Context: an optimization exercise on an open-source flow, tuned for small area and a short achievable clock period. The choices shown serve that exercise and are no tape-out recipe. The RTL was checked by simulation tests, not by an equivalence proof against the original design. Power figures rest on the tool's default switching activity, not on a simulated workload.

## l2Cache
module l2Cache (
  input  logic                  clk,
  input  logic                  rstN,
  input  logic                  l1Valid,
  input  logic                  l1Op,
  input  logic [ADDR_WIDTH-1:0] l1Addr,
  input  logic                  snoopValid,
  input  logic [1:0]            snoopOp,
  input  logic [ADDR_WIDTH-1:0] snoopAddr,
  input  logic                  busCredit,
  input  logic                  fillValid,
  input  logic                  fillShared,
  output logic                  l1RespValid,
  output logic                  l1RespHit,
  output logic                  l1Credit,
  output logic                  snoopRespValid,
  output logic [1:0]            snoopResult,
  output logic                  snoopCredit,
  output logic                  busValid,
  output logic [1:0]            busOp,
  output logic [ADDR_WIDTH-1:0] busAddr,
  output logic [31:0]           hitCount,
  output logic [31:0]           missCount,
  output logic [31:0]           readCount,
  output logic [31:0]           writeCount
);
Size: roughly 2,000 flip-flops, roughly 79,000 um2 of cells after synthesis.
make LEC_CHECK=0 CAP_MARGIN=20 CORE_MARGIN=2 CORE_UTILIZATION=50 SETUP_SLACK_MARGIN=3.5 SLEW_MARGIN=20 finish   # period 6.5 ns
run.sh (not shown) runs the stock make flow with config.mk's settings and CLKGATE_MAP_FILE= SYNTH_SCRIPT=/design/flow/synth_recipe.tcl, a recipe that flattens the netlist after the stock synthesis.
Edit:
--- a/flow/design.v
+++ b/flow/design.v
@@ -81,16 +81,17 @@
   logic [SETS-1:0]       reqSel;
   logic                  reqSnoop;
   logic [1:0]            reqOp;
   logic [WAYS-1:0][TAG_BITS-1:0] rTag;
   logic [WAYS-1:0][1:0]          rSt;
   logic [WAYS-1:0][1:0]          rAge;
   logic [WAYS-1:0]       wayQ;
   logic [TAG_BITS-1:0]   busTag;
+  logic [TAG_BITS-1:0]   fillTag;
   logic [1:0]            busCreditCnt;
   logic                  snReq, l1Req, accept;
   logic [LINE_BITS-1:0]  nextLine;
   logic [1:0]            nextOp;
   logic [SETS-1:0]       nextSel;
   assign snReq  = snPend || snoopValid;
   assign l1Req  = l1Pend || l1Valid;
   assign accept = stIdle && (snReq || l1Req);
@@ -233,18 +234,20 @@
       snoopRespValid <= snLookup;
       snoopCredit    <= (snLookup && !hitM) || (snoopWbN && busValidN);
     end
   end
   always_ff @(posedge clk) begin
     l1RespHit   <= stLookup;
     snoopResult <= {hitM, hit && !hitM};
     busOp       <= {!fetchN, evictN || snoopWbN || (fetchN && reqOp[0])};
-    if (stLookup)
-      wayQ <= hit ? eq : victim;
+    if (stLookup) begin
+      wayQ    <= hit ? eq : victim;
+      fillTag <= reqTag;
+    end
     if (!(stEvict && !busValid))
       busTag <= (l1Lookup && !hit && victimM) ? victimTag : reqTag;
   end
   logic [WAYS-1:0] stWeL, stWeQ;
   logic [1:0]      wrState;
   logic            fillWe;
   assign fillWe = stFill && fillValid;
   always_comb begin
@@ -278,17 +281,17 @@
       else
         newAge[w] = rAge[w];
     end
   end
   for (genvar s = 0; s < SETS; s++) begin : gSet
     for (genvar w = 0; w < WAYS; w++) begin : gWay
       always_ff @(posedge clk) begin
         if (fillWe && reqSel[s] && wayQ[w])
-          tagMem[s][w] <= busTag;
+          tagMem[s][w] <= fillTag;
       end
       always_ff @(posedge clk or negedge rstN) begin
         if (!rstN)
           stMem[s][w] <= MESI_I;
         else if (reqSel[s] && (stWeL[w] || stWeQ[w]))
           stMem[s][w] <= wrState;
       end
     end
Outcome:
- sequential share of layout area rises by 1.5 points
- final cell count falls by 1.2%
- clock power barely changes
- flip-flop and latch count rises by 22
- total power falls by 5.8%
- worst setup slack loses 0.056 ns
- global-route usage falls by 2.3 points
- via count falls by 3.1%

--- another note on this design; it stands on its own ---

## run 1
## l2Cache
module l2Cache (
  input  logic                  clk,
  input  logic                  rstN,
  input  logic                  l1Valid,
  input  logic                  l1Op,
  input  logic [ADDR_WIDTH-1:0] l1Addr,
  input  logic                  snoopValid,
  input  logic [1:0]            snoopOp,
  input  logic [ADDR_WIDTH-1:0] snoopAddr,
  input  logic                  busCredit,
  input  logic                  fillValid,
  input  logic                  fillShared,
  output logic                  l1RespValid,
  output logic                  l1RespHit,
  output logic                  l1Credit,
  output logic                  snoopRespValid,
  output logic [1:0]            snoopResult,
  output logic                  snoopCredit,
  output logic                  busValid,
  output logic [1:0]            busOp,
  output logic [ADDR_WIDTH-1:0] busAddr,
  output logic [31:0]           hitCount,
  output logic [31:0]           missCount,
  output logic [31:0]           readCount,
  output logic [31:0]           writeCount
);
For scale: ~2000 flip-flops, roughly 240 I/O pins.
Settings: LEC_CHECK=0, CAP_MARGIN=35, CORE_MARGIN=2, CORE_UTILIZATION=50, SETUP_SLACK_MARGIN=3.5, SLEW_MARGIN=35; clock period 6.5 ns.
run.sh (not shown) runs the stock make flow with config.mk's settings and CLKGATE_MAP_FILE= SYNTH_SCRIPT=/design/flow/synth_recipe.tcl, a recipe that flattens the netlist after the stock synthesis.
Looking at the reports, run 1 completed the entire flow and the layout it produced met the timing, design-rule and antenna checks.
Here is what was changed in the inputs of run 3 compared with run 1.
==> flow/flow/run.sh (new file) <==
#!/bin/bash
# The standard layout, with plain buffers on the ports: buffer_ports
# otherwise picks a delay cell (clkdlybuf4s50) for every input and output.
set -euo pipefail
export BUFFER_PORTS_ARGS="-buffer_cell sky130_fd_sc_hd__buf_2"
bash standard.sh > standard_flow.log 2>&1
==> flow/standard.sh (new file) <==
#!/bin/bash
# synth_recipe.tcl (not shown) runs the flow's synth.tcl, then flattens the netlist and writes it again
# the make line also repeats each setting of config.mk as NAME=value (left out here)
make -C /OpenROAD-flow-scripts/flow DESIGN_CONFIG=/design/flow/config.mk WORK_HOME=/design/flow/orfs CLKGATE_MAP_FILE= SYNTH_SCRIPT=/design/flow/synth_recipe.tcl "${@:-finish}"
removed: flow/run.sh
[summary]
Comparing run 3 and run 1, maximum cell stage delay along the critical path is higher on run 1. Compared with run 1, run 3 shows a higher clock latency reported for the late side of the worst-skew pair. Run 3 reports a higher cell count along the critical path than run 1 does. NOTE total CTS buffers run 1->run 3 decreased slightly. Going from run 1 to run 3, power climbed about 2%; met3 routed wirelength climbed 1.2%; number of nets at the end of the flow climbed 22; number of buffers and inverters on the critical path climbed 2. Where setup slack of the critical path after layout is concerned, run 1 is better than run 3. Final cell count: run 3 vs run 1 up about 0.3%.

## static timing again, ports no longer ideal
The flow's constraints put no driver on any port. The routed layouts listed below were extracted and timed again, unchanged, in two steps. Step 1: set_driving_cell puts a clkbuf_16 on clk and a buf_2 on each other input, an assumption about the parent block. Step 2 also shifts input and output timing later by t, the mid clock arrival at the registers, as if the neighbouring blocks saw the same clock. a / b / c = ideal ports / drivers / drivers and shift; a / b = the first two.
| run | t (ns) | setup slack, ns | worst slew at a driven data input, ns |
|---|---|---|---|
| the first run of note 1 | 0.922 | 3.443 / 3.443 / 2.528 | 0.10 |
| the second run of note 1 | 0.907 | 3.387 / 3.403 / 2.524 | 0.10 |
| run 1 | 0.898 | 3.308 / 3.308 / 2.525 | 0.07 |
| run 3 | 0.919 | 3.165 / 3.165 / 2.347 | 0.08 |
After both steps setup and hold are still met in every run listed. For the first run of note 1, which loses most, drivers alone change the setup slack by 0.000 ns; drivers and shift together by -0.915 ns.
